Context: an optimization exercise on an open-source flow, tuned for small area and a short achievable clock period. The choices shown serve that exercise and are no tape-out recipe.
Function was checked by simulation only, so behaviour that the tests miss may differ from the original.
No activity file was given, so power comes from the tool's default toggle rates.

==> flow/design.v <==
package px_deser_pkg;
   localparam int LANE_BITS      = 8;     
   localparam int PX_BITS        = 7;     
   localparam int FIFO_AW        = 5;     
   localparam int SEQ_BITS       = 3;     
   localparam int NUM_DATA_LANES = 4;     
   typedef logic [LANE_BITS-1:0] lane_word_t;
   typedef logic [PX_BITS-1:0]   pixel_t;
   typedef logic [FIFO_AW-1:0]   fifo_addr_t;
   typedef logic [SEQ_BITS-1:0]  gear_seq_t;
   typedef struct packed {
      logic                                 word_valid;    
      lane_word_t                           clk_word;      
      lane_word_t [NUM_DATA_LANES-1:0]      data_words;    
   } rx_words_s;
   typedef struct packed {
      pixel_t                               clk_px;        
      pixel_t [NUM_DATA_LANES-1:0]          data_px;       
   } px_out_s;
endpackage
module lane_fifo (
   input  logic        px_clk,
   input  logic        wr_en,       
   input  logic [39:0] wr_word,
   input  logic [4:0]  wr_addr,
   input  logic [31:0] rd_sel,      
   output logic [39:0] rd_word
);
   logic [39:0] wr_word_q;          
   logic [39:0] mem [32];           
   always_ff @(posedge px_clk) begin
      wr_word_q <= wr_word;
   end
   for (genvar e = 0; e < 32; e++) begin : g_ent
      always_ff @(posedge px_clk) begin
         if (wr_en && wr_addr == 5'(e)) begin
            mem[e] <= wr_word_q;
         end
      end
   end
   always_comb begin
      rd_word = '0;
      for (int e = 0; e < 32; e++) begin
         rd_word = rd_word | (mem[e] & {40{rd_sel[e]}});
      end
   end
endmodule
module gearbox_sequencer #(
   parameter int WR_START = 16              
) (
   input  logic        px_clk,
   input  logic        px_rst_n,
   input  logic        word_valid,
   input  logic        rd_enable,
   output logic        wr_en,
   output logic [4:0]  wr_addr,
   output logic [31:0] rd_sel,              
   output logic [7:0]  seq_oh,              
   output logic [2:0]  rd_seq
);
   always_ff @(posedge px_clk or negedge px_rst_n) begin
      if (!px_rst_n) begin
         wr_en   <= 1'b0;
         wr_addr <= 5'(WR_START);
      end else begin
         wr_en <= word_valid;
         if (wr_en) wr_addr <= wr_addr + 5'd1;
      end
   end
   always_ff @(posedge px_clk or negedge px_rst_n) begin
      if (!px_rst_n) begin
         rd_sel <= 32'd1;
      end else if (!seq_oh[6]) begin
         rd_sel <= {rd_sel[30:0], rd_sel[31]};
      end
   end
   always_ff @(posedge px_clk or negedge px_rst_n) begin
      if (!px_rst_n) begin
         rd_seq <= '0;
         seq_oh <= 8'd1;
      end else if (rd_enable) begin
         rd_seq <= rd_seq + 3'd1;
         seq_oh <= {seq_oh[6:0], seq_oh[7]};
      end
   end
endmodule
module gearbox_8to7 (
   input  logic        px_clk,
   input  logic        px_rst_n,
   input  logic [7:0]  rd_word,     
   input  logic [7:0]  seq_oh,      
   output logic [6:0]  px
);
   logic [7:1] rd_last;             
   logic [6:0] px_d;
   always_ff @(posedge px_clk) begin
      rd_last <= rd_word[7:1];
   end
   always_comb begin
      px_d = '0;
      for (int n = 0; n < 8; n++) begin
         for (int i = 0; i < 7; i++) begin
            if (i < n) px_d[i] = px_d[i] | (seq_oh[n] & rd_last[8-n+i]);
            else       px_d[i] = px_d[i] | (seq_oh[n] & rd_word[i-n]);
         end
      end
   end
   always_ff @(posedge px_clk or negedge px_rst_n) begin
      if (!px_rst_n) px <= '0;
      else           px <= px_d;
   end
endmodule
module px_align_ctrl #(
   parameter px_deser_pkg::pixel_t CLK_PATTERN = 7'b1100011,   
   parameter int                   GOOD_COUNT  = 8             
) (
   input  logic                 px_clk,
   input  logic                 locked_and_idlyrdy,    
   input  logic                 rx_ready,              
   input  px_deser_pkg::pixel_t clk_px,
   output logic                 px_rst_n,
   output logic                 rd_enable,
   output logic                 px_ready
);
   localparam int GOOD_W = $clog2(GOOD_COUNT + 1);
   localparam int SYNC_STAGES = 4;
   localparam logic [2:0] WAIT_LAST = 3'd5;             
   typedef enum logic [1:0] {
      ST_CHECK,
      ST_SLIP_WAIT,
      ST_DONE
   } align_state_e;
   logic [SYNC_STAGES-1:0] rst_sync;
   logic [SYNC_STAGES-1:0] rdy_sync;
   logic                   rx_ready_px;                
   align_state_e           state;
   logic [2:0]             wait_cnt;
   logic [GOOD_W-1:0]      good_cnt;
   always_ff @(posedge px_clk or negedge locked_and_idlyrdy) begin
      if (!locked_and_idlyrdy) begin
         rst_sync <= '0;
      end else begin
         rst_sync <= {rst_sync[SYNC_STAGES-2:0], 1'b1};
      end
   end
   assign px_rst_n = rst_sync[SYNC_STAGES-1];
   always_ff @(posedge px_clk or negedge rx_ready) begin
      if (!rx_ready) begin
         rdy_sync <= '0;
      end else begin
         rdy_sync <= {rdy_sync[SYNC_STAGES-2:0], 1'b1};
      end
   end
   assign rx_ready_px = rdy_sync[SYNC_STAGES-1];
   always_ff @(posedge px_clk or negedge px_rst_n) begin
      if (!px_rst_n) begin
         state     <= ST_SLIP_WAIT;
         wait_cnt  <= '0;
         good_cnt  <= '0;
         rd_enable <= 1'b0;
      end else if (rx_ready_px) begin                
         case (state)
            ST_CHECK: begin
               if (clk_px == CLK_PATTERN) begin
                  rd_enable <= 1'b1;
                  if (good_cnt == GOOD_W'(GOOD_COUNT - 1)) begin
                     state <= ST_DONE;                  
                  end else begin
                     good_cnt <= good_cnt + GOOD_W'(1);
                  end
               end else begin
                  rd_enable <= 1'b0;                   
                  good_cnt  <= '0;
                  wait_cnt  <= '0;
                  state     <= ST_SLIP_WAIT;
               end
            end
            ST_SLIP_WAIT: begin
               rd_enable <= 1'b1;
               if (wait_cnt == WAIT_LAST) begin
                  state <= ST_CHECK;
               end else begin
                  wait_cnt <= wait_cnt + 3'd1;
               end
            end
            default: begin
               rd_enable <= 1'b1;                      
            end
         endcase
      end
   end
   always_ff @(posedge px_clk or negedge px_rst_n) begin
      if (!px_rst_n) begin
         px_ready <= 1'b0;
      end else begin
         px_ready <= (state == ST_DONE);
      end
   end
endmodule
module px_deser_top #(
   parameter px_deser_pkg::pixel_t CLK_PATTERN = 7'b1100011,
   parameter int                   WR_START    = 16,
   parameter int                   GOOD_COUNT  = 8
) (
   input  logic                    px_clk,
   input  logic                    locked_and_idlyrdy,    
   input  logic                    rx_ready,              
   input  logic [40:0]             rx_words,              
   output logic [34:0]             px_out,                
   output logic [2:0]              px_rd_seq,
   output logic                    px_ready
);
   localparam int NUM_LANES = px_deser_pkg::NUM_DATA_LANES + 1;
   localparam int DEPTH     = 2 ** px_deser_pkg::FIFO_AW;
   localparam int LW        = px_deser_pkg::LANE_BITS;
   localparam int WW        = NUM_LANES * LW;                 
   logic                px_rst_n;
   logic                rd_enable;
   logic                wr_en;
   logic [4:0]          wr_addr;
   logic [DEPTH-1:0]    rd_sel;         
   logic [7:0]          seq_oh;         
   logic [WW-1:0]       wr_word_q;
   logic [WW-1:0]       mem [DEPTH];
   logic [WW-1:0]       rd_word;
   logic [NUM_LANES*7-1:0] rd_last;     
   logic [6:0]          lane_px [NUM_LANES];
   logic [6:0]          clk_px;
   px_align_ctrl #(
      .CLK_PATTERN        (CLK_PATTERN),
      .GOOD_COUNT         (GOOD_COUNT)
   ) i_align_ctrl (
      .px_clk             (px_clk),
      .locked_and_idlyrdy (locked_and_idlyrdy),
      .rx_ready           (rx_ready),
      .clk_px             (clk_px),
      .px_rst_n           (px_rst_n),
      .rd_enable          (rd_enable),
      .px_ready           (px_ready)
   );
   gearbox_sequencer #(
      .WR_START           (WR_START)
   ) i_sequencer (
      .px_clk             (px_clk),
      .px_rst_n           (px_rst_n),
      .word_valid         (rx_words[40]),
      .rd_enable          (rd_enable),
      .wr_en              (wr_en),
      .wr_addr            (wr_addr),
      .rd_sel             (rd_sel),
      .seq_oh             (seq_oh),
      .rd_seq             (px_rd_seq)
   );
   lane_fifo i_fifo (
      .px_clk   (px_clk),
      .wr_en    (wr_en),
      .wr_word  ({rx_words[39:32], rx_words[31:0]}),
      .wr_addr  (wr_addr),
      .rd_sel   (rd_sel),
      .rd_word  (rd_word)
   );
   for (genvar g = 0; g < NUM_LANES; g++) begin : g_lane
      localparam int WB = (g == 0) ? 32 : 8 * (g - 1);
      gearbox_8to7 i_gearbox (
         .px_clk   (px_clk),
         .px_rst_n (px_rst_n),
         .rd_word  (rd_word[WB +: 8]),
         .seq_oh   (seq_oh),
         .px       (lane_px[g])
      );
   end
   assign clk_px = lane_px[0];
   assign px_out = {lane_px[0], lane_px[4], lane_px[3], lane_px[2], lane_px[1]};
endmodule
==> flow/run.sh <==
#!/bin/bash
# synth_recipe.tcl (not shown) runs the flow's synth.tcl, then flattens the netlist and writes it again
# the make line also repeats each setting of config.mk as NAME=value (left out here)
make -C /OpenROAD-flow-scripts/flow DESIGN_CONFIG=/design/flow/config.mk WORK_HOME=/design/flow/orfs CLKGATE_MAP_FILE= SYNTH_SCRIPT=/design/flow/synth_recipe.tcl finish
==> flow/config.mk <==
export PLATFORM = sky130hd
export DESIGN_NAME = px_deser_top
export DESIGN_NICKNAME = px_deser_top
export VERILOG_FILES = /design/flow/design.v
export SDC_FILE = /design/flow/constraint.sdc
export NUM_CORES = 4
export LEC_CHECK = 0
export ABC_CLOCK_PERIOD_IN_PS = 2000
export CAP_MARGIN = 20
export CORE_MARGIN = 2
export CORE_UTILIZATION = 60
export SETUP_SLACK_MARGIN = 1.8
export SLEW_MARGIN = 20
==> flow/constraint.sdc <==
create_clock -name core_clock -period 4.0 [get_ports {px_clk}]
set_input_delay 0.8000 -clock core_clock [delete_from_list [all_inputs] [get_ports {px_clk}]]
set_output_delay 0.8000 -clock core_clock [all_outputs]
set_load 0.01 [all_outputs]
==> results of run 1 <==
## registers in the layout, indices dropped and copies added (netlist names)
| name | cells |
|---|---|
| i_sequencer.seq_oh | 8 |
| g_lane.i_gearbox.px | 35 |
| i_align_ctrl.wait_cnt | 3 |
| i_sequencer.wr_en | 1 |
| i_align_ctrl.rdy_sync | 4 |
| i_sequencer.rd_sel | 32 |
| i_sequencer.wr_addr | 5 |
| i_fifo.wr_word_q | 40 |
| i_fifo.mem | 1280 |
| i_align_ctrl.rd_enable | 1 |
| i_sequencer.rd_seq | 3 |
| i_align_ctrl.good_cnt | 4 |
| g_lane.i_gearbox.rd_last | 35 |
| i_align_ctrl.state | 2 |
| i_align_ctrl.px_ready | 1 |
| i_align_ctrl.rst_sync | 4 |
## worst max-delay path by stage
| stage | depth (start not counted) | to |
|---|---|---|
| 2_1_floorplan | 4 | i_fifo.mem[0][0] |
| 3_3_place_gp | 7 | g_lane[4].i_gearbox.px[6] |
| 3_5_place_dp | 6 | g_lane[0].i_gearbox.px[3] |
| 4_1_cts | 8 | g_lane[0].i_gearbox.px[3] |
| 5_1_grt | 8 | g_lane[2].i_gearbox.px[5] |
| 6_report | 8 | g_lane[2].i_gearbox.px[5] |
## worst max-delay path: stages (launching register included)
cell and delay, ns:
dfrtp_4 0.57, buf_12 0.18, buf_4 0.16, a22o_1 0.22
a221oi_2 0.20, nand3_1 0.13, or4_4 0.54, a222oi_1 0.38
nand3_1 0.11
## cells by family after synthesis
group	Yosys count	synth area share
other	1	0.00007205
muxes	41	0.008870
DFF	1458	0.8169
buffers and inverters	199	0.01642
and+or+nand+nor	347	0.03637
xor gates and xnor gates	6	0.001010
AOI/OAI and AO/OA	781	0.1179
adders and majority gates	10	0.002404
## placed cells by master, fill, tap and decap left out, types with 11 or more instances in the layout
cell type           n
nand2_1            50
dfrtp_4            31
a22oi_1           487
a22o_1             73
and2_4             23
nand3_1            68
clkdlybuf4s15_1    14
buf_6              76
a222oi_1           30
clkbuf_1           56
clkbuf_16         153
buf_2              23
a22oi_2            78
mux2_2             41
clkinv_1           20
nand4_1           118
nor2_4             28
buf_12             80
inv_1              11
dfrtp_1            61
dfxtp_1            53
edfxtp_1         1280
dfxtp_2            22
or4_4              22
clkinv_2           17
a221oi_1           20
clkdlybuf4s50_1    43
buf_4             173
a221oi_2           53
## per-stage QoR
stage	hold WS, ns	std cells	utilization
6_report	0.2447	4541	0.7398
5_1_grt	0.2307	4538	0.7397
4_1_cts	0.2195	4477	0.7263
3_5_place_dp	0.3378	4023	0.6363
3_3_place_gp	0.3356	4023	0.6363
2_1_floorplan	0.3311	2844	-
## repair_timing
action,CTS,global route
setup buffers,165,51
pin swaps,147,97
resized for setup,438,109
gates cloned,16,9
hold buffers,0,0
setup endpoints to repair,1046,801
## routing by layer
layer / share of wire / global-route usage / wire length (um) / up-vias
met3: 0.15 / 0.1109 / 28430 / 651
met5: 0.00017 / 0 / 32 / -
met4: 0.066 / 0.2361 / 12310 / 6
met2: 0.44 / 0.6172 / 83380 / 3067
li1: - / - / - / 12810
met1: 0.34 / 0.5725 / 63650 / 17120
## report_power, final
group | switching, mW | total [mW] | internal (mW) | leakage, nW
combinational | 1.30 | 1.68 | 0.381 | 5.62
clock | 5.66 | 13.2 | 7.56 | 2.24
sequential | 0.457 | 17.9 | 17.5 | 13.5
total | 7.41 | 32.8 | 25.4 | 21.3
## layout make-up
class	count	area, um2
Antenna cell	3	7.507
Clock buffer	215	4046
Clock inverter	58	536.8
Fill cell	5087	22470
Inverter	13	48.80
Multi-Input combinational cell	1204	10150
Sequential cell	1458	42680
Tap cell	1155	1445
Timing Repair Buffer	435	4974
==> reports/results.ini, run 1 <==
[synth]
synth-seq-area-share = 0.8169
netlist_top_cells_count = edfxtp_1, a22oi_1, nand4_1, dfrtp_1, clkbuf_1
ys_types = 50
synth.top_cell.area_share = 0.7385
ys_ff_latch = 1458
ys.flop_type = edfxtp_1
async_reset_ff_frac = 0.07064
synth_top_area_cell = edfxtp_1
synth_area_leaders = edfxtp_1, a22oi_1, dfrtp_1, dfxtp_1, nand4_1
synth_cells = 2843
synth_edf_count = 1280
yosys_warnings = 7
synth_most_common_cell = edfxtp_1
synth.avg_cell_area_um2 = 18.31
netlist_area_um2 = 52050

[grt]
grt_pass1_vias = 31960
grt_pass1_wl_um = 253200
grt_max_degree = 58
grtUsageTotal = 0.4181
grt_antenna_before_repair = 5
grt.overflow.total = 0

[critical_path]
cp-start-kind = flop
cp_max_fo = 7
crit_arrival_ns = 3.27
r2r.worst_path.cells = 8
critical_path_class = flop to flop
worstReg2RegEnd = g_lane[2].i_gearbox.px[5]
worstSetupStartpoint = i_sequencer.rd_sel[11]
ff2ff_setup_slack_ns = 1.35
worst_ep_required_time_ns = 4.62
rr_startpoint = i_sequencer.rd_sel[11]
endpoint_kind = flop

[detailed_routing]
routed_wirelength_um = 187800
wl_per_cell_um = 41.36
drt-pass1-iter-count = 9
drtIter0Drc = 6060
drc_errors = 0
vias_per_cell = 7.411
ant_nets = 0
route.vias.total = 33650

[die]
die_area_um2 = 89120
start_util = 0.6028
die_w_um = 298.5
core-area_um2 = 86350
rows = 108
io_pins = 83
die_y_um = 298.5

[final_layout]
drive_gt1_frac = 0.2749
layout.nets = 3312
stdcell_area_um2 = 63880
syn_to_final_growth_pct = 22.73

[cts]
clk_latency_ns = 0.77
cts_tree = yes
root_buffer = clkbuf_16
cts_made_buffers = 146
clkTransAtPathRegs_ns = 0.06
cts_buffer_depth = 3
htree_levels = 4
clkSinkCount = 1458

[timing]
slew_headroom = 0.2605
finalCriticalPeriod_ns = 2.650
fin_setup_tns_ns = 0
setup_viol = 0
fin_ws_ns = 1.350
skew_ns = 0.02987
worst_slew_pin_slew_ns = 1.108
finalHoldViolations = 0
fmax_mhz = 377.4
period_share = 0.6625
drv_slew = 0
rsz0062_at_grt = true

[place]
postPlaceCellArea_um2 = 54940
port_buffers = 82
dpl.hpwl_um = 92370
gp_congestion = 0.8829
place_ws_ns = 0.8986

[power]
vdd_ir_drop_max_mv = 0.4635
powerDensity_nw_per_um2 = 513.6
leakage_nw = 21.32
finalPower_mw = 32.81

[hold_path]
hp-class = primary input to asynchronous set/reset pin

[status]
status = timing/DRC/antenna clean

[flow_run]
drv_cap = 0

==> run 2, diff against run 1 <==
==> flow/config.mk (replaced) <==
export PLATFORM = sky130hd
export DESIGN_NAME = px_deser_top
export DESIGN_NICKNAME = px_deser_top
export VERILOG_FILES = /design/flow/design.v
export SDC_FILE = /design/flow/constraint.sdc
export NUM_CORES = 4
export LEC_CHECK = 0
export CAP_MARGIN = 20
export CORE_MARGIN = 2
export CORE_UTILIZATION = 40
export SLEW_MARGIN = 20
==> run 2 against run 1 <==
Against the previous run:
- still clean on timing, DRC and antenna
- combinational power shrank 24%
- fmax shrank 25%
- flip-flop and latch count is the same
- routed wire length decreased by 10%
- cell count increased by 7.5%
- setup slack got worse by 0.87 ns
- global-route usage is 16 points lower
- power rose by 0.71%
- hold slack got worse by 0.018 ns
- core utilization down 27 points
- critical endpoint is now g_lane[3].i_gearbox.px[6]
==> reports/results.ini, run 2 <==
[status]
status = timing/DRC/antenna clean

[die]
io_pins = 83
core-area_um2 = 129300
die_area_um2 = 133000
die_w_um = 364.7
rows = 132
die_y_um = 364.7
start_util = 0.4025

[cts]
ctsResizeCount = 0
cts_buffer_depth = 3
cts_made_buffers = 150
clkTransAtPathRegs_ns = 0.06
hold_buffers = 0
cts_setup_buffers = 0
clkSinkCount = 1458
cts_tree = yes
clk_latency_ns = 0.78
root_buffer = clkbuf_16
htree_levels = 4

[timing]
slew_headroom = 0.1892
finalCriticalPeriod_ns = 3.522
finalHoldViolations = 0
setup_viol = 0
period_share = 0.8805
fin_setup_tns_ns = 0
worst_slew_pin_slew_ns = 1.216
skew_ns = 0.03307
rsz0062_at_grt = false
holdWs_ns = 0.2265
fmax_mhz = 283.9
fin_ws_ns = 0.4781
drv_slew = 0

[grt]
grt_pass1_vias = 29930
grt.overflow.total = 0
grt_pass1_wl_um = 235300
grt_antenna_before_repair = 3
grtUsageTotal = 0.2539
grt_max_degree = 59

[synth]
synth_area_leaders = edfxtp_1, a22oi_1, dfrtp_1, dfxtp_1, nand4_1
ys.flop_type = edfxtp_1
ys_ff_latch = 1458
netlist_top_cells_count = edfxtp_1, a22oi_1, nand4_1, dfrtp_1, clkbuf_1
synth.avg_cell_area_um2 = 18.31
synth.top_cell.area_share = 0.7385
synth-seq-area-share = 0.8169
synth_edf_count = 1280
synth_cells = 2843
async_reset_ff_frac = 0.07064
netlist_area_um2 = 52050
synth_top_area_cell = edfxtp_1
synth_most_common_cell = edfxtp_1
ys_types = 50
yosys_warnings = 7

[final_layout]
reg_top3 = i_fifo.mem (1280), i_fifo.wr_word_q (40)
syn_to_final_growth_pct = 16.38
largest-register = i_fifo.mem
layout.nets = 3068
final_common_cell = edfxtp_1
fin_cells = 4880
drive_gt1_frac = 0.1533
largest_reg_flops = 1280
fin_util = 0.4684
layout_common_cells = edfxtp_1, a22oi_1, clkbuf_16

[critical_path]
rr_startpoint = i_sequencer.rd_sel[7]
endpoint_kind = flop
cp-start-kind = flop
ff2ff_setup_slack_ns = 0.48
crit_arrival_ns = 4.13
r2r.worst_path.cells = 6
critical_path_class = flop to flop
worst_ep_required_time_ns = 4.61
worstReg2RegEnd = g_lane[3].i_gearbox.px[6]
cp_max_fo = 20

[detailed_routing]
routed_wirelength_um = 169000
ant_nets = 0
drc_errors = 0
wl_per_cell_um = 34.63
drt-pass1-iter-count = 8
route.vias.total = 30960
vias_per_cell = 6.344
drtIter0Drc = 5129

[power]
vdd_ir_drop_max_mv = 0.2957
leakage_nw = 19.56
powerDensity_nw_per_um2 = 545.5

[flow_run]
drv_cap = 0

[place]
place_ws_ns = 0.5842
gp_congestion = 0.8476
port_buffers = 82
dp.cells = 4604
dpl.hpwl_um = 95100

[hold_path]
hp-class = primary input to asynchronous set/reset pin

-- run 2: cell counts after synthesis --
Identical to the previous run, type by type.
-- run 2: layout make-up --
| cell class | count | area, um2 |
|---|---|---|
| antenna | 1 | 2.502 |
| timing repair buffer | 204 | 1974 |
| fill | 10800 | 68740 |
| clock inverter | 67 | 726.9 |
| clock buffer | 208 | 4154 |
| sequential | 1458 | 42600 |
| inverter | 13 | 48.80 |
| multi-input combinational | 1187 | 8895 |
| tap | 1742 | 2180 |
-- run 2: worst max path at each step --
stage	startpoint	end	slack, ns
3_5_place_dp	i_sequencer.rd_sel[7]	g_lane[3].i_gearbox.px[6]	0.58
4_1_cts	i_sequencer.rd_sel[7]	g_lane[3].i_gearbox.px[6]	0.56
3_3_place_gp	i_sequencer.rd_sel[7]	g_lane[3].i_gearbox.px[6]	0.46
5_1_grt	i_sequencer.rd_sel[7]	g_lane[3].i_gearbox.px[6]	0.46
2_1_floorplan	i_sequencer.wr_addr[2]	i_fifo.mem[17][0]	0.88
6_report	i_sequencer.rd_sel[7]	g_lane[3].i_gearbox.px[6]	0.48
-- run 2: per-layer routing --
metal / GRT usage / share of wire / vias up
li1: - / - / 12300
met1: 0.3499 / 0.38 / 16100
met2: 0.4006 / 0.46 / 2185
met3: 0.04851 / 0.11 / 374
met4: 0.09537 / 0.041 / 2
met5: 0 / 0.000065 / -
-- run 2: critical path, stage by stage (launching register included) --
cell and delay (ns):
dfrtp_2 0.68, buf_4 0.36, a221oi_1 0.32, nand3_1 0.23, or4_1 0.68, a2111oi_0 0.91, nand3_1 0.16
-- run 2: per-stage QoR --
stage | area (um2) | total power, mW
6_report | 60580 | 33.04
5_1_grt | 60580 | 33.89
4_1_cts | 60550 | 33.18
3_5_place_dp | 55660 | 19.48
3_3_place_gp | 55660 | 19.43
2_1_floorplan | 52050 | 18.54
-- run 2: logic make-up (layout without fill, tap and decap cells) --
family                     Yosys count  after routing  share of synthesized area
and+or+nand+nor                    347            347                    0.03637
adders and majority gates           10             10                   0.002404
muxes                               41             41                   0.008870
other                                1              3                 0.00007205
AOI/OAI and AO/OA                  781            781                     0.1179
buffers and inverters              199            492                    0.01642
DFF                               1458           1458                     0.8169
xor gates and xnor gates             6              6                   0.001010
-- run 2: where the power goes --
part | switching, mW | internal, mW | leakage [nW]
combinational | 1.05 | 0.230 | 3.71
sequential | 0.421 | 17.5 | 13.5
clock | 5.91 | 7.97 | 2.37
total | 7.38 | 25.7 | 19.6
==> run 3, diff against run 2 <==
==> flow/flow/run.sh (new file) <==
#!/bin/bash
# Standard layout, logged
bash standard.sh > standard.log 2>&1
==> flow/standard.sh (new file) <==
#!/bin/bash
# synth_recipe.tcl (not shown) runs the flow's synth.tcl, then flattens the netlist and writes it again
# the make line also repeats each setting of config.mk as NAME=value (left out here)
make -C /OpenROAD-flow-scripts/flow DESIGN_CONFIG=/design/flow/config.mk WORK_HOME=/design/flow/orfs CLKGATE_MAP_FILE= SYNTH_SCRIPT=/design/flow/synth_recipe.tcl "${@:-finish}"
removed: flow/run.sh
==> run 3 against run 2 <==
Against the previous run:
- still clean
- clock skew is the same
- fmax is the same
- via count is the same
- power is the same
- critical path type unchanged
- largest power group unchanged
==> reports/results.ini, run 3 <==
[final_layout]
syn_to_final_growth_pct = 16.38
layout.nets = 3068
layout_common_cells = edfxtp_1, a22oi_1, clkbuf_16
nFillCells = 10800
largest_reg_flops = 1280
drive_gt1_frac = 0.1533
reg_top3 = i_fifo.mem (1280), i_fifo.wr_word_q (40)
final_common_cell = edfxtp_1
fin_cells = 4880
largest-register = i_fifo.mem

[status]
status = timing/DRC/antenna clean

[synth]
ys_types = 50
netlist_top_cells_count = edfxtp_1, a22oi_1, nand4_1, dfrtp_1, clkbuf_1
synth_top_area_cell = edfxtp_1
yosys_warnings = 7
synth-seq-area-share = 0.8169
synth_area_leaders = edfxtp_1, a22oi_1, dfrtp_1, dfxtp_1, nand4_1
synth.avg_cell_area_um2 = 18.31
netlist_area_um2 = 52050
synth_edf_count = 1280
synth.top_cell.area_share = 0.7385
ys_ff_latch = 1458
async_reset_ff_frac = 0.07064
synth_most_common_cell = edfxtp_1
synth_cells = 2843
ys.flop_type = edfxtp_1

[place]
port_buffers = 82
dpl.hpwl_um = 95100
gp_congestion = 0.8476
dp.cells = 4604

[detailed_routing]
routed_wirelength_um = 169000
ant_nets = 0
maxUsedRoutingLayer = met5
met1_length_um = 64580
route.vias.total = 30960
drtIter0Drc = 5129
drt-pass1-iter-count = 8
dr_wl_met3_um = 18860
vias_per_cell = 6.344
wl_per_cell_um = 34.63
met2_length_um = 78570
drc_errors = 0

[cts]
hold_buffers = 0
htree_levels = 4
cts_buffer_depth = 3
clkSinkCount = 1458
ctsResizeCount = 0
cts_setup_buffers = 0
clk_latency_ns = 0.78
cts_made_buffers = 150
clkTransAtPathRegs_ns = 0.06
cts_tree = yes
root_buffer = clkbuf_16

[critical_path]
r2r.worst_path.cells = 6
path_cells = buf_4 > a221oi_1 > nand3_1 > or4_1 > a2111oi_0 > nand3_1
cp_slowest_cell = a2111oi_0
worstReg2RegEnd = g_lane[3].i_gearbox.px[6]
rr_startpoint = i_sequencer.rd_sel[7]
ff2ff_setup_slack_ns = 0.48
critPathMaxStageDelay_ns = 0.91
cp.depth = 6
critical_path_class = flop to flop
crit_arrival_ns = 4.13
endpoint_kind = flop
cpMostUsedCell = nand3_1
crit_buf_inv = 1
worst_ep_required_time_ns = 4.61
cp_max_fo = 20
cp-start-kind = flop
path_delay_family = compound AO/OA/AOI/OAI gates

[timing]
finalCriticalPeriod_ns = 3.522
skew_ns = 0.03307
rsz0062_at_grt = false
slew_headroom = 0.1892
setup_viol = 0
period_share = 0.8805
worst_slew_pin_slew_ns = 1.216
fin_setup_tns_ns = 0
fmax_mhz = 283.9
finalHoldViolations = 0
drv_slew = 0

[grt]
grt_pass1_wl_um = 235300
grt_max_degree = 59
grt_antenna_before_repair = 3
grt_pass1_vias = 29930
grtUsageTotal = 0.2539
grt.overflow.total = 0

[die]
start_util = 0.4025
rows = 132
die_w_um = 364.7
io_pins = 83
die_area_um2 = 133000
core-area_um2 = 129300
die_y_um = 364.7

[power]
powerDensity_nw_per_um2 = 545.5
power_report.internal_total_mw = 25.67
finalPower_mw = 33.04
vdd_ir_drop_max_mv = 0.2957
leakage_nw = 19.56
netSwitchingFraction = 0.2233
seq_power_share = 0.541
power.switching_mw = 7.378
p_clk_frac = 0.420
combPwrFrac = 0.039

[flow_run]
drv_cap = 0

[hold_path]
hp-class = primary input to asynchronous set/reset pin

## run 3: logic make-up (layout without fill, tap and decap cells)
logic type | count (synthesis) | count (layout) | share of synthesized area
XOR/XNOR | 6 | 6 | 0.001010
AND/OR/NAND/NOR | 347 | 347 | 0.03637
buffers and inverters | 199 | 492 | 0.01642
other | 1 | 3 | 0.00007205
flip-flops | 1458 | 1458 | 0.8169
multiplexers | 41 | 41 | 0.008870
AO/OA/AOI/OAI | 781 | 781 | 0.1179
adder cells (fa/ha/maj) | 10 | 10 | 0.002404
## run 3: worst max path at each step
| stage | startpoint | end | slack, ns |
|---|---|---|---|
| after floorplan | i_sequencer.wr_addr[2] | i_fifo.mem[17][0] | 0.88 |
| after global placement | i_sequencer.rd_sel[7] | g_lane[3].i_gearbox.px[6] | 0.46 |
| after detailed placement | i_sequencer.rd_sel[7] | g_lane[3].i_gearbox.px[6] | 0.58 |
| after CTS | i_sequencer.rd_sel[7] | g_lane[3].i_gearbox.px[6] | 0.56 |
| after global routing | i_sequencer.rd_sel[7] | g_lane[3].i_gearbox.px[6] | 0.46 |
| final | i_sequencer.rd_sel[7] | g_lane[3].i_gearbox.px[6] | 0.48 |
## run 3: final cells by class
class                           instances  area [um2]  area share
Antenna cell                            1       2.502  0.00004131
Clock buffer                          208        4154     0.06857
Clock inverter                         67       726.9     0.01200
Inverter                               13       48.80   0.0008055
Multi-Input combinational cell       1187        8895      0.1468
Sequential cell                      1458       42600      0.7032
Tap cell                             1742        2180     0.03598
Timing Repair Buffer                  204        1974     0.03259
## run 3: per-layer routing
metal,GRT usage,vias up
met1,0.3499,16100
met2,0.4006,2185
met5,0,-
met4,0.09537,2
li1,-,12300
met3,0.04851,374
## run 3: power groups by stage
stage | clock network, mW | registers, mW | logic [mW]
global route | 14.6 | 18.0 | 1.31
floorplan | 0 | 18.1 | 0.474
CTS | 14.0 | 17.9 | 1.28
detailed placement | 0 | 18.2 | 1.28
finish | 13.9 | 17.9 | 1.28
global placement | 0 | 18.2 | 1.26
## run 3: per-stage QoR
stage / utilization / hold WS (ns) / setup slack [ns] / area (um2)
finish: 0.4684 / 0.2265 / 0.4781 / 60580
global route: 0.4684 / 0.2103 / 0.4554 / 60580
CTS: 0.4682 / 0.1850 / 0.5596 / 60550
detailed placement: 0.4304 / 0.3355 / 0.5842 / 55660
global placement: 0.4304 / 0.3342 / 0.4597 / 55660
floorplan: - / 0.3312 / 0.8794 / 52050
## run 3: worst reg2reg max path, stage by stage (launching register included)
cell and delay, ns:
dfrtp_2 0.68, buf_4 0.37, a221oi_1 0.32, nand3_1 0.23, or4_1 0.68, a2111oi_0 0.92, nand3_1 0.16
==> run 4, diff against run 3 <==
--- a/flow/design.v
+++ b/flow/design.v
@@ -23,11 +23,13 @@
    input  logic        wr_en,       
    input  logic [39:0] wr_word,
    input  logic [4:0]  wr_addr,
-   input  logic [31:0] rd_sel,      
-   output logic [39:0] rd_word
+   input  logic [31:0] rd_next,     
+   input  logic        rd_coll,     
+   output logic [39:0] rd_word      
 );
    logic [39:0] wr_word_q;          
    logic [39:0] mem [32];           
+   logic [39:0] rd_mux;
    always_ff @(posedge px_clk) begin
       wr_word_q <= wr_word;
    end
@@ -39,10 +41,13 @@
       end
    end
    always_comb begin
-      rd_word = '0;
+      rd_mux = '0;
       for (int e = 0; e < 32; e++) begin
-         rd_word = rd_word | (mem[e] & {40{rd_sel[e]}});
-      end
+         rd_mux = rd_mux | (mem[e] & {40{rd_next[e]}});
+      end
+   end
+   always_ff @(posedge px_clk) begin
+      rd_word <= rd_coll ? wr_word_q : rd_mux;
    end
 endmodule
 module gearbox_sequencer #(
@@ -50,28 +55,29 @@
 ) (
    input  logic        px_clk,
    input  logic        px_rst_n,
+   input  logic        rst_next_n,          
    input  logic        word_valid,
    input  logic        rd_enable,
    output logic        wr_en,
    output logic [4:0]  wr_addr,
-   output logic [31:0] rd_sel,              
+   output logic [31:0] rd_next,             
+   output logic        rd_coll,             
    output logic [7:0]  seq_oh,              
    output logic [2:0]  rd_seq
 );
+   logic       seq6_next;                   
+   logic       rd_step;                     
+   logic [4:0] rd_next_bin;                 
+   logic [4:0] rd_next_bin_d;
+   logic [4:0] wr_addr_d;
+   assign wr_addr_d = wr_addr + 5'(wr_en);
    always_ff @(posedge px_clk or negedge px_rst_n) begin
       if (!px_rst_n) begin
          wr_en   <= 1'b0;
          wr_addr <= 5'(WR_START);
       end else begin
-         wr_en <= word_valid;
-         if (wr_en) wr_addr <= wr_addr + 5'd1;
-      end
-   end
-   always_ff @(posedge px_clk or negedge px_rst_n) begin
-      if (!px_rst_n) begin
-         rd_sel <= 32'd1;
-      end else if (!seq_oh[6]) begin
-         rd_sel <= {rd_sel[30:0], rd_sel[31]};
+         wr_en   <= word_valid;
+         wr_addr <= wr_addr_d;
       end
    end
    always_ff @(posedge px_clk or negedge px_rst_n) begin
@@ -81,6 +87,28 @@
       end else if (rd_enable) begin
          rd_seq <= rd_seq + 3'd1;
          seq_oh <= {seq_oh[6:0], seq_oh[7]};
+      end
+   end
+   assign seq6_next = rd_enable ? seq_oh[5] : seq_oh[6];
+   assign rd_step   = !seq6_next;
+   assign rd_next_bin_d = !rst_next_n ? 5'd0 :
+                          !px_rst_n   ? 5'd1 :
+                                        rd_next_bin + 5'(rd_step);
+   always_ff @(posedge px_clk) begin
+      if (!rst_next_n) begin
+         rd_next <= 32'd1;
+      end else if (!px_rst_n) begin
+         rd_next <= 32'd2;
+      end else if (rd_step) begin
+         rd_next <= {rd_next[30:0], rd_next[31]};
+      end
+      rd_next_bin <= rd_next_bin_d;
+   end
+   always_ff @(posedge px_clk or negedge px_rst_n) begin
+      if (!px_rst_n) begin
+         rd_coll <= 1'b0;
+      end else begin
+         rd_coll <= word_valid && (wr_addr_d == rd_next_bin_d);
       end
    end
 endmodule
@@ -119,6 +147,7 @@
    input  logic                 rx_ready,              
    input  px_deser_pkg::pixel_t clk_px,
    output logic                 px_rst_n,
+   output logic                 rst_next_n,            
    output logic                 rd_enable,
    output logic                 px_ready
 );
@@ -143,7 +172,8 @@
          rst_sync <= {rst_sync[SYNC_STAGES-2:0], 1'b1};
       end
    end
-   assign px_rst_n = rst_sync[SYNC_STAGES-1];
+   assign px_rst_n   = rst_sync[SYNC_STAGES-1];
+   assign rst_next_n = rst_sync[SYNC_STAGES-2];
    always_ff @(posedge px_clk or negedge rx_ready) begin
       if (!rx_ready) begin
          rdy_sync <= '0;
@@ -218,7 +248,9 @@
    logic                rd_enable;
    logic                wr_en;
    logic [4:0]          wr_addr;
-   logic [DEPTH-1:0]    rd_sel;         
+   logic [DEPTH-1:0]    rd_next;        
+   logic                rd_coll;
+   logic                rst_next_n;
    logic [7:0]          seq_oh;         
    logic [WW-1:0]       wr_word_q;
    logic [WW-1:0]       mem [DEPTH];
@@ -235,6 +267,7 @@
       .rx_ready           (rx_ready),
       .clk_px             (clk_px),
       .px_rst_n           (px_rst_n),
+      .rst_next_n         (rst_next_n),
       .rd_enable          (rd_enable),
       .px_ready           (px_ready)
    );
@@ -243,11 +276,13 @@
    ) i_sequencer (
       .px_clk             (px_clk),
       .px_rst_n           (px_rst_n),
+      .rst_next_n         (rst_next_n),
       .word_valid         (rx_words[40]),
       .rd_enable          (rd_enable),
       .wr_en              (wr_en),
       .wr_addr            (wr_addr),
-      .rd_sel             (rd_sel),
+      .rd_next            (rd_next),
+      .rd_coll            (rd_coll),
       .seq_oh             (seq_oh),
       .rd_seq             (px_rd_seq)
    );
@@ -256,7 +291,8 @@
       .wr_en    (wr_en),
       .wr_word  ({rx_words[39:32], rx_words[31:0]}),
       .wr_addr  (wr_addr),
-      .rd_sel   (rd_sel),
+      .rd_next  (rd_next),
+      .rd_coll  (rd_coll),
       .rd_word  (rd_word)
    );
    for (genvar g = 0; g < NUM_LANES; g++) begin : g_lane
==> flow/run.sh (new file) <==
#!/bin/bash
# synth_recipe.tcl (not shown) runs the flow's synth.tcl, then flattens the netlist and writes it again
# the make line also repeats each setting of config.mk as NAME=value (left out here)
make -C /OpenROAD-flow-scripts/flow DESIGN_CONFIG=/design/flow/config.mk WORK_HOME=/design/flow/orfs CLKGATE_MAP_FILE= SYNTH_SCRIPT=/design/flow/synth_recipe.tcl finish
--- a/flow/config.mk
+++ b/flow/config.mk
@@ -5,7 +5,9 @@
 export SDC_FILE = /design/flow/constraint.sdc
 export NUM_CORES = 4
 export LEC_CHECK = 0
+export ABC_CLOCK_PERIOD_IN_PS = 1500
 export CAP_MARGIN = 20
 export CORE_MARGIN = 2
-export CORE_UTILIZATION = 40
+export CORE_UTILIZATION = 60
+export SETUP_SLACK_MARGIN = 1.8
 export SLEW_MARGIN = 20
removed: flow/flow/run.sh
removed: flow/standard.sh
==> run 4 against run 3 <==
Against the previous run:
- still clean
- routed wire length is 5.2% higher
- via count is 7.4% higher
- core utilization is 24 points higher
- sequential share of layout area is 0.67 points lower
- register-to-register slack better by 1.3 ns
- critical path depth is 1 lower
- sequential power is 6% higher
- non-clock buffer count is 76 higher
- clock power hardly changed
- power is 6.0% higher
- critical path type unchanged
==> reports/results.ini, run 4 <==
[cts]
cts_buffer_depth = 3
cts_tree = yes
htree_levels = 4
clkSinkCount = 1504
root_buffer = clkbuf_16
cts_made_buffers = 149
clkTransAtPathRegs_ns = 0.06
clk_latency_ns = 0.76

[synth]
netlist_top_cells_count = edfxtp_1, a22oi_1, dfxtp_1, nand4_1, a21oi_1
yosys_warnings = 7
ys_ff_latch = 1504
netlist_area_um2 = 53690
synth.avg_cell_area_um2 = 17.81
synth_top_area_cell = edfxtp_1
synth_edf_count = 1280
synth_cells = 3014
ys_types = 51
async_reset_ff_frac = 0.04787
ys.flop_type = edfxtp_1
synth_most_common_cell = edfxtp_1
synth_area_leaders = edfxtp_1, a22oi_1, dfxtp_1, dfrtp_1, nand4_1
synth-seq-area-share = 0.8062
synth.top_cell.area_share = 0.7159

[grt]
grt_pass1_wl_um = 245100
grt_pass1_vias = 31670
grtUsageTotal = 0.3899
grt_max_degree = 58
grt.overflow.total = 0
grt_antenna_before_repair = 6

[power]
p_clk_frac = 0.397
combPwrFrac = 0.063
netSwitchingFraction = 0.2329
power.switching_mw = 8.153
seq_power_share = 0.540
powerDensity_nw_per_um2 = 561.7
leakage_nw = 20.24
power_report.internal_total_mw = 26.86
vdd_ir_drop_max_mv = 0.5405

[detailed_routing]
drc_errors = 0
drt-pass1-iter-count = 6
ant_nets = 0
drtIter0Drc = 6000
route.vias.total = 33260
wl_per_cell_um = 39.21
routed_wirelength_um = 177800
vias_per_cell = 7.335

[timing]
period_share = 0.5487
slew_headroom = 0.2744
finalHoldViolations = 0
rsz0062_at_grt = true
skew_ns = 0.02431
finalCriticalPeriod_ns = 2.195
fin_setup_tns_ns = 0
worst_slew_pin_slew_ns = 1.087
setup_viol = 0
fmax_mhz = 455.6
drv_slew = 0

[die]
io_pins = 83
die_w_um = 303.1
rows = 109
start_util = 0.6066
die_area_um2 = 91890
die_y_um = 303.1
core-area_um2 = 88510

[final_layout]
reg_top3 = i_fifo.mem (1280), i_fifo.rd_word (40), i_fifo.wr_word_q (40)
final_common_cell = edfxtp_1
layout.nets = 3300
largest-register = i_fifo.mem
syn_to_final_growth_pct = 16.09
drive_gt1_frac = 0.1692
nFillCells = 5625
layout_common_cells = edfxtp_1, a22oi_1, clkbuf_16
fin_cells = 4535
largest_reg_flops = 1280

[critical_path]
cp_max_fo = 17
crit_arrival_ns = 2.79
endpoint_kind = flop
critPathMaxStageDelay_ns = 0.54
cp-start-kind = flop
path_cells = buf_4 > a22oi_1 > nand3_1 > nor4_1 > a21oi_1
cp_slowest_cell = dfxtp_2
worst_ep_required_time_ns = 4.60
critical_path_class = flop to flop

[place]
port_buffers = 82
dp.cells = 4198
dpl.hpwl_um = 98120
gp_congestion = 0.8641

[flow_run]
drv_cap = 0

[status]
status = timing/DRC/antenna clean

[hold_path]
hp-class = flop to asynchronous set/reset pin

[run 4: layout make-up]
| type | instances | area, um2 | area share |
|---|---|---|---|
| clock buffers | 208 | 4228 | 0.06783 |
| repair buffers | 280 | 2872 | 0.04607 |
| well taps | 1165 | 1458 | 0.02339 |
| flip-flops and latches | 1504 | 43410 | 0.6965 |
| clock inverters | 63 | 618.1 | 0.009917 |
| inverters | 15 | 58.81 | 0.0009435 |
| multi-input cells | 1298 | 9681 | 0.1553 |
| diodes | 2 | 5.005 | 0.00008030 |
[run 4: worst max-delay path: cells and delay by family (launching register included)]
kind | cells | cell delay, ns
and+or+nand+nor | 2 | 0.66
DFF | 1 | 0.54
AOI/OAI and AO/OA | 2 | 0.47
buffers and inverters | 1 | 0.37
[run 4: layer usage]
| metal | vias up | wire length [um] | global-route usage |
|---|---|---|---|
| li1 | 13030 | - | - |
| met1 | 16980 | 64300 | 0.5518 |
| met2 | 2782 | 81180 | 0.6006 |
| met3 | 469 | 24490 | 0.08803 |
| met4 | 4 | 7807 | 0.1478 |
| met5 | - | 31 | 0 |
[run 4: final timing paths]
| path | startpoint | end | slack (ns) | cells after the start |
|---|---|---|---|---|
| setup / recovery | i_sequencer.rd_next[14] | i_fifo.rd_word[17] | 1.81 | 5 |
| hold / removal | i_align_ctrl.rst_sync[3] | i_sequencer.wr_addr[2] | 0.18 | 0 |
| setup reg to reg | i_sequencer.rd_next[14] | i_fifo.rd_word[17] | 1.81 | 5 |
| hold reg to reg | i_align_ctrl.rst_sync[3] | i_sequencer.wr_addr[2] | 0.18 | 0 |
| max in group asynchronous | i_align_ctrl.rst_sync[3] | i_sequencer.seq_oh[6] | 2.62 | 1 |
| min in group core_clock | i_fifo.rd_word[22] | g_lane[3].i_gearbox.rd_last[6] | 0.34 | 0 |
[run 4: kinds of logic (layout without fill, tap and decap cells)]
group,Yosys count,count (layout),share of synthesized area
buffers and inverters,213,566,0.02058
AND/OR/NAND/NOR,395,395,0.03946
XOR/XNOR,11,11,0.001795
multiplexers,13,13,0.002867
adder cells (fa/ha/maj),8,8,0.001864
other,1,4,0.00006985
flip-flops,1504,1504,0.8062
AO/OA/AOI/OAI,869,869,0.1271
[run 4: per-stage QoR]
stage          power [mW]    util  setup slack, ns  instance area (um2)  hold slack (ns)
4_1_cts             34.94  0.7011            1.800                62050           0.1920
3_5_place_dp        21.22  0.6392            1.001                56570           0.1869
6_report            35.01  0.7042            1.805                62330           0.1839
5_1_grt             35.78  0.7041            1.757                62320           0.1968
3_3_place_gp        21.15  0.6391            1.087                56570           0.1794
2_1_floorplan       19.87       -            1.562                53930           0.3096
[run 4: what timing repair did]
action	CTS	global route
gates cloned	0	1
gates resized for setup	142	24
hold buffers	0	0
setup buffers	45	17
pin swaps	19	3
endpoints found under the setup margin	1284	276
[run 4: power by group through the flow]
stage | logic, mW | clock network (mW) | registers, mW
5_1_grt | 2.26 | 14.5 | 19.0
3_3_place_gp | 1.97 | 0 | 19.2
2_1_floorplan | 0.970 | 0 | 18.9
6_report | 2.22 | 13.9 | 18.9
3_5_place_dp | 1.99 | 0 | 19.2
4_1_cts | 2.12 | 13.9 | 18.9
==> run 5, diff against run 4 <==
--- a/flow/config.mk
+++ b/flow/config.mk
@@ -6,8 +6,10 @@
 export NUM_CORES = 4
 export LEC_CHECK = 0
 export ABC_CLOCK_PERIOD_IN_PS = 1500
-export CAP_MARGIN = 20
+export CAP_MARGIN = 5
 export CORE_MARGIN = 2
 export CORE_UTILIZATION = 60
-export SETUP_SLACK_MARGIN = 1.8
-export SLEW_MARGIN = 20
+export CTS_CLUSTER_DIAMETER = 100
+export CTS_CLUSTER_SIZE = 25
+export SETUP_SLACK_MARGIN = 2.2
+export SLEW_MARGIN = 5
==> run 5 against run 4 <==
Against the previous run:
- still clean on timing, DRC and antenna
- flip-flop and latch count stayed put
- sequential power hardly changed
- critical path depth is 1 higher
- clock skew is 0.0061 ns higher
- cell count is 3.9% higher
- core utilization is 3.9 points higher
- die area stayed put
- count of clock-buffer cells in the layout is 83 lower
- synthesized cell count stayed put
- fmax is 6.7% higher
- global-route usage is 3.2 points higher
- critical path type unchanged
==> reports/results.ini, run 5 <==
[status]
status = timing/DRC/antenna clean

[grt]
top_usage_layer = met2
grt_use_met3 = 0.1168
grt_use_met1 = 0.5921
grtUsageTotal = 0.4220
grt.overflow.total = 0
grt_pass1_wl_um = 261800
grt_antenna_before_repair = 11
grt_max_degree = 58
grt_pass1_vias = 32540
met2_usage = 0.6250

[final_layout]
final_common_cell = edfxtp_1
stdcell_area_um2 = 65750
syn_to_final_growth_pct = 22.46
largest_reg_flops = 1280
largest-register = i_fifo.mem
fin_cells = 4714
drive_gt1_frac = 0.2448
layout.nets = 3532
reg_top3 = i_fifo.mem (1280), i_fifo.rd_word (40), i_fifo.wr_word_q (40)
layout_common_cells = edfxtp_1, a22oi_1, buf_4

[critical_path]
worst_ep_required_time_ns = 4.36
cp-start-kind = flop
cpMostUsedCell = buf_12
cp_max_fo = 6
critical_path_class = flop to flop
path_cells = buf_6 > nand4b_1 > buf_4 > nor3_4 > buf_12 > buf_12
crit_arrival_ns = 2.42
critPathMaxStageDelay_ns = 0.62
crit_buf_inv = 4
path_delay_family = buffers and inverters
endpoint_kind = flop
cp_slowest_cell = dfstp_2

[die]
rows = 109
die_y_um = 303.1
die_area_um2 = 91890
start_util = 0.6066
core-area_um2 = 88510
die_w_um = 303.1
io_pins = 83

[place]
dp.cells = 4198
place_ws_ns = 1.315
postPlaceCellArea_um2 = 56460
gp_congestion = 0.8742
port_buffers = 82
dpl.hpwl_um = 97680

[synth]
netlist_top_cells_count = edfxtp_1, a22oi_1, dfxtp_1, nand4_1, a21oi_1
synth_edf_count = 1280
synth_area_leaders = edfxtp_1, a22oi_1, dfxtp_1, dfrtp_1, nand4_1
ys_ff_latch = 1504
async_reset_ff_frac = 0.04787
ys_types = 51
synth_most_common_cell = edfxtp_1
netlist_area_um2 = 53690
yosys_warnings = 7
synth.avg_cell_area_um2 = 17.81
ys.flop_type = edfxtp_1
synth.top_cell.area_share = 0.7159
synth_top_area_cell = edfxtp_1
synth_cells = 3014
synth-seq-area-share = 0.8062

[cts]
cts_tree = yes
cts_made_buffers = 70
htree_levels = 3
clkTransAtPathRegs_ns = 0.11
cts_buffer_depth = 3
clkSinkCount = 1504
clk_latency_ns = 0.68
root_buffer = clkbuf_16

[timing]
rsz0062_at_grt = true
worst_slew_pin_slew_ns = 1.351
finalHoldViolations = 0
drv_slew = 0
fmax_mhz = 486.3
skew_ns = 0.03041
setup_viol = 0
period_share = 0.5141
slew_headroom = 0.09781
fin_setup_tns_ns = 0
finalCriticalPeriod_ns = 2.056
holdWs_ns = 0.1945
fin_ws_ns = 1.944

[hold_path]
hp-class = flop to asynchronous set/reset pin

[power]
powerDensity_nw_per_um2 = 470.3
leakage_nw = 21.59
vdd_ir_drop_max_mv = 0.3602

[detailed_routing]
vias_per_cell = 7.735
route.vias.total = 36460
wl_per_cell_um = 45.35
ant_nets = 0
drtIter0Drc = 7470
drc_errors = 0
drt-pass1-iter-count = 9
routed_wirelength_um = 213800

[flow_run]
drv_cap = 0

-- run 5: final timing paths --
path	from	end	slack [ns]	depth (start not counted)
worst max-delay path	i_sequencer.wr_addr[4]	i_fifo.mem[18][15]	1.94	6
worst max register to register	i_sequencer.wr_addr[4]	i_fifo.mem[18][15]	1.94	6
worst min register to register	i_align_ctrl.rst_sync[3]	i_sequencer.wr_en	0.19	0
max in group asynchronous	i_align_ctrl.rst_sync[3]	i_sequencer.seq_oh[4]	2.53	1
worst min-delay path	i_align_ctrl.rst_sync[3]	i_sequencer.wr_en	0.19	0
min in group core_clock	i_fifo.rd_word[22]	g_lane[3].i_gearbox.rd_last[6]	0.36	0
-- run 5: power by group --
| part | internal, mW | total [mW] | switching, mW | leakage, nW |
|---|---|---|---|---|
| logic | 1.34 | 3.64 | 2.30 | 6.86 |
| clock network | 3.51 | 8.39 | 4.88 | 0.991 |
| registers | 18.1 | 18.9 | 0.781 | 13.7 |
| total | 23.0 | 30.9 | 7.96 | 21.6 |
-- run 5: layout make-up --
| type | instances | area [um2] |
|---|---|---|
| Sequential cell | 1504 | 43430 |
| Fill cell | 5082 | 22760 |
| Multi-Input combinational cell | 1298 | 10420 |
| Timing Repair Buffer | 591 | 8263 |
| Clock buffer | 125 | 2022 |
| Tap cell | 1165 | 1458 |
| Clock inverter | 5 | 65.06 |
| Inverter | 15 | 63.81 |
| Antenna cell | 11 | 27.53 |
-- run 5: per-stage QoR --
stage / util / power, mW
finish: 0.7428 / 30.92
global route: 0.7426 / 31.34
CTS: 0.7023 / 29.76
detailed placement: 0.6379 / 21.19
global placement: 0.6379 / 21.12
floorplan: - / 19.87
-- run 5: cell families (layout without fill, tap and decap cells) --
kind of cell / count (synthesis) / count (layout) / share of synthesized area
AOI/OAI and AO/OA: 869 / 869 / 0.1271
xor gates and xnor gates: 11 / 11 / 0.001795
adders and majority gates: 8 / 8 / 0.001864
buffers and inverters: 213 / 736 / 0.02058
DFF: 1504 / 1504 / 0.8062
muxes: 13 / 13 / 0.002867
other: 1 / 13 / 0.00006985
and+or+nand+nor: 395 / 395 / 0.03946
-- run 5: repair_timing --
item | CTS | global route
pin swaps | 48 | 95
setup endpoints to repair | 1394 | 1052
cloned | 19 | 72
hold buffers | 0 | 0
gates resized for setup | 418 | 264
setup buffers | 209 | 75
-- run 5: worst register-to-register path, cell delays in order (launching register included) --
cell	delay (ns)
dfstp_2	0.62
buf_6	0.12
nand4b_1	0.15
buf_4	0.19
nor3_4	0.24
buf_12	0.23
buf_12	0.19
-- run 5: metal layers --
layer | vias to the layer above | share of wire
met1 | 18120 | 0.32
met4 | 18 | 0.079
met2 | 4001 | 0.42
met3 | 866 | 0.18
li1 | 13460 | -
met5 | - | 0.0014
==> run 6, diff against run 5 <==
--- a/flow/config.mk
+++ b/flow/config.mk
@@ -11,5 +11,5 @@
 export CORE_UTILIZATION = 60
 export CTS_CLUSTER_DIAMETER = 100
 export CTS_CLUSTER_SIZE = 25
-export SETUP_SLACK_MARGIN = 2.2
+export SETUP_SLACK_MARGIN = 2.0
 export SLEW_MARGIN = 5
==> run 6 against run 5 <==
Against the previous run:
- non-clock buffer count decreased by 252
- critical path type unchanged
- synthesized area unchanged
- combinational power shrank 34%
- largest power group unchanged
==> reports/results.ini, run 6 <==
[final_layout]
reg_top3 = i_fifo.mem (1280), i_fifo.rd_word (40), i_fifo.wr_word_q (40)
largest-register = i_fifo.mem
multiInputGateArea_um2 = 9856
final_common_cell = edfxtp_1
syn_to_final_growth_pct = 12.71
layout.nets = 3281
register_area_um2 = 43430
layout_common_cells = edfxtp_1, a22oi_1, buf_4
nFillCells = 5774
fin_util = 0.6837
largest_reg_flops = 1280
fin_cells = 4454
drive_gt1_frac = 0.1628

[die]
core-area_um2 = 88510
start_util = 0.6066
die_y_um = 303.1
die_w_um = 303.1
io_pins = 83
rows = 109
die_area_um2 = 91890

[critical_path]
rr_startpoint = i_sequencer.wr_addr[4]
crit_arrival_ns = 2.38
cp_max_fo = 29
ff2ff_setup_slack_ns = 1.93
worst_ep_required_time_ns = 4.32
endpoint_kind = flop
cp-start-kind = flop
path_cells = nand4b_1 > buf_4 > buf_4 > nor2_4 > buf_12
worstReg2RegEnd = i_fifo.mem[21][19]
critPathMaxStageDelay_ns = 0.67
r2r.worst_path.cells = 5
critical_path_class = flop to flop
cp_slowest_cell = dfstp_2
cpMostUsedCell = buf_4

[detailed_routing]
ant_nets = 0
wl_per_cell_um = 40.67
route.vias.total = 33190
drc_errors = 0
vias_per_cell = 7.451
drt-pass1-iter-count = 9
drtIter0Drc = 6229
routed_wirelength_um = 181100

[flow_run]
drv_cap = 0

[synth]
synth.top_cell.area_share = 0.7159
synth_top_area_cell = edfxtp_1
synth_area_leaders = edfxtp_1, a22oi_1, dfxtp_1, dfrtp_1, nand4_1
netlist_top_cells_count = edfxtp_1, a22oi_1, dfxtp_1, nand4_1, a21oi_1
yosys_warnings = 7
ys.flop_type = edfxtp_1
synth_edf_count = 1280
synth-seq-area-share = 0.8062
synth_cells = 3014
ys_ff_latch = 1504
ys_types = 51
synth.avg_cell_area_um2 = 17.81
async_reset_ff_frac = 0.04787
netlist_area_um2 = 53690
synth_most_common_cell = edfxtp_1

[cts]
cts_buffer_depth = 3
root_buffer = clkbuf_16
clk_latency_ns = 0.67
htree_levels = 3
clkTransAtPathRegs_ns = 0.10
cts_made_buffers = 70
clkSinkCount = 1504
hold_buffers = 0
cts_tree = yes

[power]
leakage_nw = 19.35
vdd_ir_drop_max_mv = 0.3687
finalPower_mw = 29.50
powerDensity_nw_per_um2 = 487.5

[grt]
grt_pass1_vias = 31020
grtUsageTotal = 0.3913
grt_pass1_wl_um = 245200
grt.overflow.total = 0
grt_antenna_before_repair = 4
grt_max_degree = 58

[timing]
fin_setup_tns_ns = 0
slew_headroom = 0.1011
fmax_mhz = 483.6
drv_slew = 0
rsz0062_at_grt = true
period_share = 0.5170
setup_viol = 0
finalCriticalPeriod_ns = 2.068
worst_slew_pin_slew_ns = 1.347
finalHoldViolations = 0
skew_ns = 0.03096

[place]
port_buffers = 82
gp_congestion = 0.8505
dpl.hpwl_um = 96820
dp.cells = 4202

[hold_path]
hp-class = flop to asynchronous set/reset pin

[status]
status = timing/DRC/antenna clean

## run 6: cell counts after synthesis
Identical to the previous run, type by type.
## run 6: routing by layer
metal	part of all wire	global-route usage
met1	0.36	0.5630
met2	0.45	0.5907
met3	0.14	0.09003
met4	0.050	0.1498
met5	0.000072	0
## run 6: how the worst max path moves through the flow
| stage | start | depth (start not counted) | end |
|---|---|---|---|
| 2_1_floorplan | i_sequencer.wr_addr[2] | 3 | i_fifo.mem[8][0] |
| 3_3_place_gp | i_sequencer.seq_oh[6] | 7 | i_sequencer.rd_coll |
| 3_5_place_dp | i_sequencer.seq_oh[6] | 7 | i_sequencer.rd_coll |
| 4_1_cts | i_sequencer.seq_oh[5] | 9 | i_sequencer.rd_coll |
| 5_1_grt | i_sequencer.seq_oh[5] | 9 | i_sequencer.rd_coll |
| 6_report | i_sequencer.wr_addr[4] | 5 | i_fifo.mem[21][19] |
## run 6: layout make-up
| cell class | count | area share |
|---|---|---|
| Sequential cell | 1504 | 0.7176 |
| Antenna cell | 3 | 0.0001241 |
| Multi-Input combinational cell | 1299 | 0.1629 |
| Inverter | 15 | 0.0009304 |
| Clock buffer | 124 | 0.03335 |
| Tap cell | 1165 | 0.02409 |
| Clock inverter | 5 | 0.001075 |
| Timing Repair Buffer | 339 | 0.05992 |
## run 6: critical path, delay by kind of cell, from the launching register on
kind          cells  cell delay (ns)
flops             1             0.67
simple gates      2             0.34
buf+inv           3             0.59
## run 6: repair_timing
item / CTS / global route
gates resized for setup: 267 / 47
setup buffers: 91 / 24
pin swaps: 32 / 3
setup endpoints to repair: 1390 / 553
gates cloned: 3 / 2
## run 6: through the flow
stage | setup WS (ns) | cell area, um2 | hold slack (ns)
final | 1.932 | 60510 | 0.1776
after global routing | 1.897 | 60510 | 0.1893
after CTS | 1.830 | 59950 | 0.1785
after detailed placement | 0.9924 | 56590 | 0.1696
after global placement | 0.9987 | 56590 | 0.1719
after floorplan | 1.516 | 53940 | 0.3096
## run 6: logic make-up after synthesis
group,synth area share
buffers and inverters,0.02058
xor gates and xnor gates,0.001795
muxes,0.002867
other,0.00006985
DFF,0.8062
AOI/OAI and AO/OA,0.1271
adders and majority gates,0.001864
and+or+nand+nor,0.03946
## run 6: report_power, final
group | switching (mW) | internal, mW | leakage, nW
Combinational | 1.72 | 0.664 | 4.61
Sequential | 0.735 | 18.1 | 13.7
Clock | 4.77 | 3.51 | 0.989
Total | 7.23 | 22.3 | 19.4
==> run 7, diff against run 6 <==
--- a/flow/design.v
+++ b/flow/design.v
@@ -20,9 +20,8 @@
 endpackage
 module lane_fifo (
    input  logic        px_clk,
-   input  logic        wr_en,       
+   input  logic [31:0] wr_sel,      
    input  logic [39:0] wr_word,
-   input  logic [4:0]  wr_addr,
    input  logic [31:0] rd_next,     
    input  logic        rd_coll,     
    output logic [39:0] rd_word      
@@ -35,7 +34,7 @@
    end
    for (genvar e = 0; e < 32; e++) begin : g_ent
       always_ff @(posedge px_clk) begin
-         if (wr_en && wr_addr == 5'(e)) begin
+         if (wr_sel[e]) begin
             mem[e] <= wr_word_q;
          end
       end
@@ -58,8 +57,7 @@
    input  logic        rst_next_n,          
    input  logic        word_valid,
    input  logic        rd_enable,
-   output logic        wr_en,
-   output logic [4:0]  wr_addr,
+   output logic [31:0] wr_sel,              
    output logic [31:0] rd_next,             
    output logic        rd_coll,             
    output logic [7:0]  seq_oh,              
@@ -70,6 +68,8 @@
    logic [4:0] rd_next_bin;                 
    logic [4:0] rd_next_bin_d;
    logic [4:0] wr_addr_d;
+   logic       wr_en;
+   logic [4:0] wr_addr;
    assign wr_addr_d = wr_addr + 5'(wr_en);
    always_ff @(posedge px_clk or negedge px_rst_n) begin
       if (!px_rst_n) begin
@@ -82,6 +82,15 @@
    end
    always_ff @(posedge px_clk or negedge px_rst_n) begin
       if (!px_rst_n) begin
+         wr_sel <= '0;
+      end else begin
+         for (int e = 0; e < 32; e++) begin
+            wr_sel[e] <= word_valid && (wr_addr_d == 5'(e));
+         end
+      end
+   end
+   always_ff @(posedge px_clk or negedge px_rst_n) begin
+      if (!px_rst_n) begin
          rd_seq <= '0;
          seq_oh <= 8'd1;
       end else if (rd_enable) begin
@@ -104,11 +113,17 @@
       end
       rd_next_bin <= rd_next_bin_d;
    end
+   logic same_ptr, wr_one_ahead, rd_one_ahead, ptr_match;
+   assign same_ptr     = (wr_addr == rd_next_bin);
+   assign wr_one_ahead = (wr_addr == rd_next_bin + 5'd1);
+   assign rd_one_ahead = (wr_addr + 5'd1 == rd_next_bin);
+   assign ptr_match    = (wr_en == rd_step) ? same_ptr :
+                         wr_en              ? rd_one_ahead : wr_one_ahead;
    always_ff @(posedge px_clk or negedge px_rst_n) begin
       if (!px_rst_n) begin
          rd_coll <= 1'b0;
       end else begin
-         rd_coll <= word_valid && (wr_addr_d == rd_next_bin_d);
+         rd_coll <= word_valid && ptr_match;
       end
    end
 endmodule
@@ -246,8 +261,7 @@
    localparam int WW        = NUM_LANES * LW;                 
    logic                px_rst_n;
    logic                rd_enable;
-   logic                wr_en;
-   logic [4:0]          wr_addr;
+   logic [DEPTH-1:0]    wr_sel;         
    logic [DEPTH-1:0]    rd_next;        
    logic                rd_coll;
    logic                rst_next_n;
@@ -279,8 +293,7 @@
       .rst_next_n         (rst_next_n),
       .word_valid         (rx_words[40]),
       .rd_enable          (rd_enable),
-      .wr_en              (wr_en),
-      .wr_addr            (wr_addr),
+      .wr_sel             (wr_sel),
       .rd_next            (rd_next),
       .rd_coll            (rd_coll),
       .seq_oh             (seq_oh),
@@ -288,9 +301,8 @@
    );
    lane_fifo i_fifo (
       .px_clk   (px_clk),
-      .wr_en    (wr_en),
+      .wr_sel   (wr_sel),
       .wr_word  ({rx_words[39:32], rx_words[31:0]}),
-      .wr_addr  (wr_addr),
       .rd_next  (rd_next),
       .rd_coll  (rd_coll),
       .rd_word  (rd_word)
==> run 7 against run 6 <==
Against the previous run:
- still clean
- cell count rose by 0.16%
- non-clock buffer count fell by 69
- count of clock-buffer cells in the layout rose by 2
- sequential power rose by 7%
- largest cell class unchanged
- highest routed layer unchanged
==> reports/results.ini, run 7 <==
[critical_path]
worst_ep_required_time_ns = 4.49
endpoint_kind = flop
rr_startpoint = i_sequencer.rd_next[28]
critPathMaxStageDelay_ns = 0.81
critical_path_class = flop to flop
cp_slowest_cell = dfxtp_2
cp_max_fo = 25
path_cells = buf_12 > a22oi_1 > nand3_1 > nor4_2 > a21oi_1
ff2ff_setup_slack_ns = 1.96
worstReg2RegEnd = i_fifo.rd_word[22]
cp-start-kind = flop
crit_arrival_ns = 2.53
r2r.worst_path.cells = 5

[synth]
synth.top_cell.area_share = 0.7096
async_reset_ff_frac = 0.06771
netlist_top_cells_count = edfxtp_1, a22oi_1, clkbuf_1, dfxtp_1, nand4_1
ys_ff_latch = 1536
synth_top_area_cell = edfxtp_1
synth_area_leaders = edfxtp_1, a22oi_1, dfxtp_1, dfrtp_1, nand4_1
yosys_warnings = 7
muxShareOfSynthArea = 0.002264
synth-seq-area-share = 0.8139
synthAdderAreaFrac = 0.002310
synth_compound_gate_area_share = 0.1197
ys_types = 49
netlist_area_um2 = 54160
ys.flop_type = edfxtp_1
synth_cells = 3101
synth.avg_cell_area_um2 = 17.47
synthXorXnorAreaFrac = 0.003396
synth_edf_count = 1280
synth_simple_gate_area_frac = 0.04158
synth_most_common_cell = edfxtp_1
synth_top_family_by_area = compound AO/OA/AOI/OAI gates

[timing]
rsz0062_at_grt = true
finalCriticalPeriod_ns = 2.044
slew_headroom = 0.1323
skew_ns = 0.04810
fin_ws_ns = 1.956
fmax_mhz = 489.2
finalHoldViolations = 0
period_share = 0.5110
fin_setup_tns_ns = 0
setup_viol = 0
worst_slew_pin_slew_ns = 1.302
drv_slew = 0

[die]
die_w_um = 304.5
core-area_um2 = 89740
die_y_um = 304.5
die_area_um2 = 92690
io_pins = 83
rows = 110
start_util = 0.6036

[detailed_routing]
routed_wirelength_um = 181200
vias_per_cell = 7.544
drc_errors = 0
ant_nets = 0
wl_per_cell_um = 40.63
drtIter0Drc = 6684
route.vias.total = 33650
drt-pass1-iter-count = 7

[grt]
grt_pass1_vias = 31390
met2_usage = 0.5996
grt.overflow.total = 0
top_usage_layer = met2
grt_use_met1 = 0.5485
grt_antenna_before_repair = 3
grt_max_degree = 58
grtUsageTotal = 0.3876
grt_pass1_wl_um = 248200
grt_use_met3 = 0.08741

[final_layout]
drive_gt1_frac = 0.1264
largest_reg_flops = 1280
layout_common_cells = edfxtp_1, a22oi_1, buf_4
fin_util = 0.6629
syn_to_final_growth_pct = 9.822
stdcell_area_um2 = 59480
largest-register = i_fifo.mem
reg_top3 = i_fifo.mem (1280), i_fifo.rd_word (40), i_fifo.wr_word_q (40)
nFillCells = 6082
final_common_cell = edfxtp_1
layout.nets = 3281

[cts]
cts_tree = yes
cts_buffer_depth = 3
cts_made_buffers = 71
clkTransAtPathRegs_ns = 0.10
hold_buffers = 0
htree_levels = 3
clk_latency_ns = 0.67
root_buffer = clkbuf_16
clkSinkCount = 1536

[status]
status = timing/DRC/antenna clean

[power]
powerDensity_nw_per_um2 = 511.9
leakage_nw = 19.05
vdd_ir_drop_max_mv = 0.4134

[place]
dpl.hpwl_um = 103500
postPlaceCellArea_um2 = 56960
gp_congestion = 0.8636
place_ws_ns = 1.222
port_buffers = 82

[hold_path]
hp-class = primary input to asynchronous set/reset pin

[flow_run]
drv_cap = 0

-- run 7: changes by cell type after synthesis, sizes merged, moves of 25 or more --
cell    before  now
clkbuf      79  169
a221oi      85   56
buf        119   49
a22oi      530  588
a22o        86   56
dfrtp       69  101
a21oi       88  113
-- run 7: layout make-up --
type / instances / area (um2) / area share
Clock buffer: 126 / 2047 / 0.03441
Antenna cell: 1 / 2.502 / 0.00004207
Timing Repair Buffer: 270 / 2240 / 0.03765
Sequential cell: 1536 / 44260 / 0.7441
Clock inverter: 4 / 50.05 / 0.0008414
Inverter: 14 / 57.56 / 0.0009676
Multi-Input combinational cell: 1334 / 9351 / 0.1572
Tap cell: 1176 / 1471 / 0.02474
-- run 7: logic make-up (layout without fill, tap and decap cells) --
kind of cell	Yosys count	count (layout)
compound gates	871	871
xor+xnor	21	21
fa+ha+maj	10	10
buf+inv	232	414
flops	1536	1536
mux	10	10
other cells	1	3
simple gates	420	420
-- run 7: per-stage QoR --
stage	cells	hold slack [ns]	total power [mW]
after global routing	4460	0.3371	31.14
after detailed placement	4299	0.3121	22.22
after global placement	4299	0.3146	22.14
final	4461	0.3226	30.45
after CTS	4445	0.3097	30.31
after floorplan	3102	0.3096	20.65
-- run 7: worst max-delay path by stage --
stage                         startpoint                  end  slack (ns)  depth (start not counted)
2_1_floorplan               rx_words[40]  i_sequencer.rd_coll        2.16                          5
3_3_place_gp       i_sequencer.seq_oh[5]  i_sequencer.rd_coll        1.19                          7
3_5_place_dp       i_sequencer.seq_oh[5]  i_sequencer.rd_coll        1.22                          7
4_1_cts           i_align_ctrl.rd_enable  i_sequencer.rd_coll        1.88                          7
5_1_grt        g_lane[0].i_gearbox.px[0]           px_out[28]        1.93                          1
6_report         i_sequencer.rd_next[28]   i_fifo.rd_word[22]        1.96                          5
-- run 7: power by group --
part	switching (mW)	internal, mW
logic	1.45	0.516
clock network	4.84	3.55
registers	1.31	18.8
total	7.60	22.8
-- run 7: critical path: cells and delay by family, from the launching register on --
kind | cells | cell delay [ns]
AND/OR/NAND/NOR | 2 | 0.18
AO/OA/AOI/OAI | 2 | 0.50
buffers and inverters | 1 | 0.34
flip-flops | 1 | 0.81
-- run 7: timing repair --
item	in CTS	in global routing
gates cloned	0	1
buffers inserted	16	14
endpoints found under the setup margin	151	41
gates resized for setup	215	27
pin swaps	0	4
-- run 7: per-layer routing --
metal  vias to the layer above  routed length, um  share of wire
li1                      12950                  -              -
met1                     17250              63510           0.35
met2                      2959              83110           0.46
met3                       485              26730           0.15
met4                         6               7836          0.043
met5                         -                 57        0.00031

Re-timed with assumed drivers on the ports (clkbuf_16 on the clock, buf_2 on other inputs), run 7 has 1.908 ns of setup slack against 1.956 ns with ideal ports, and 1.630 ns once port delays also move by the mid clock arrival of 0.726 ns.
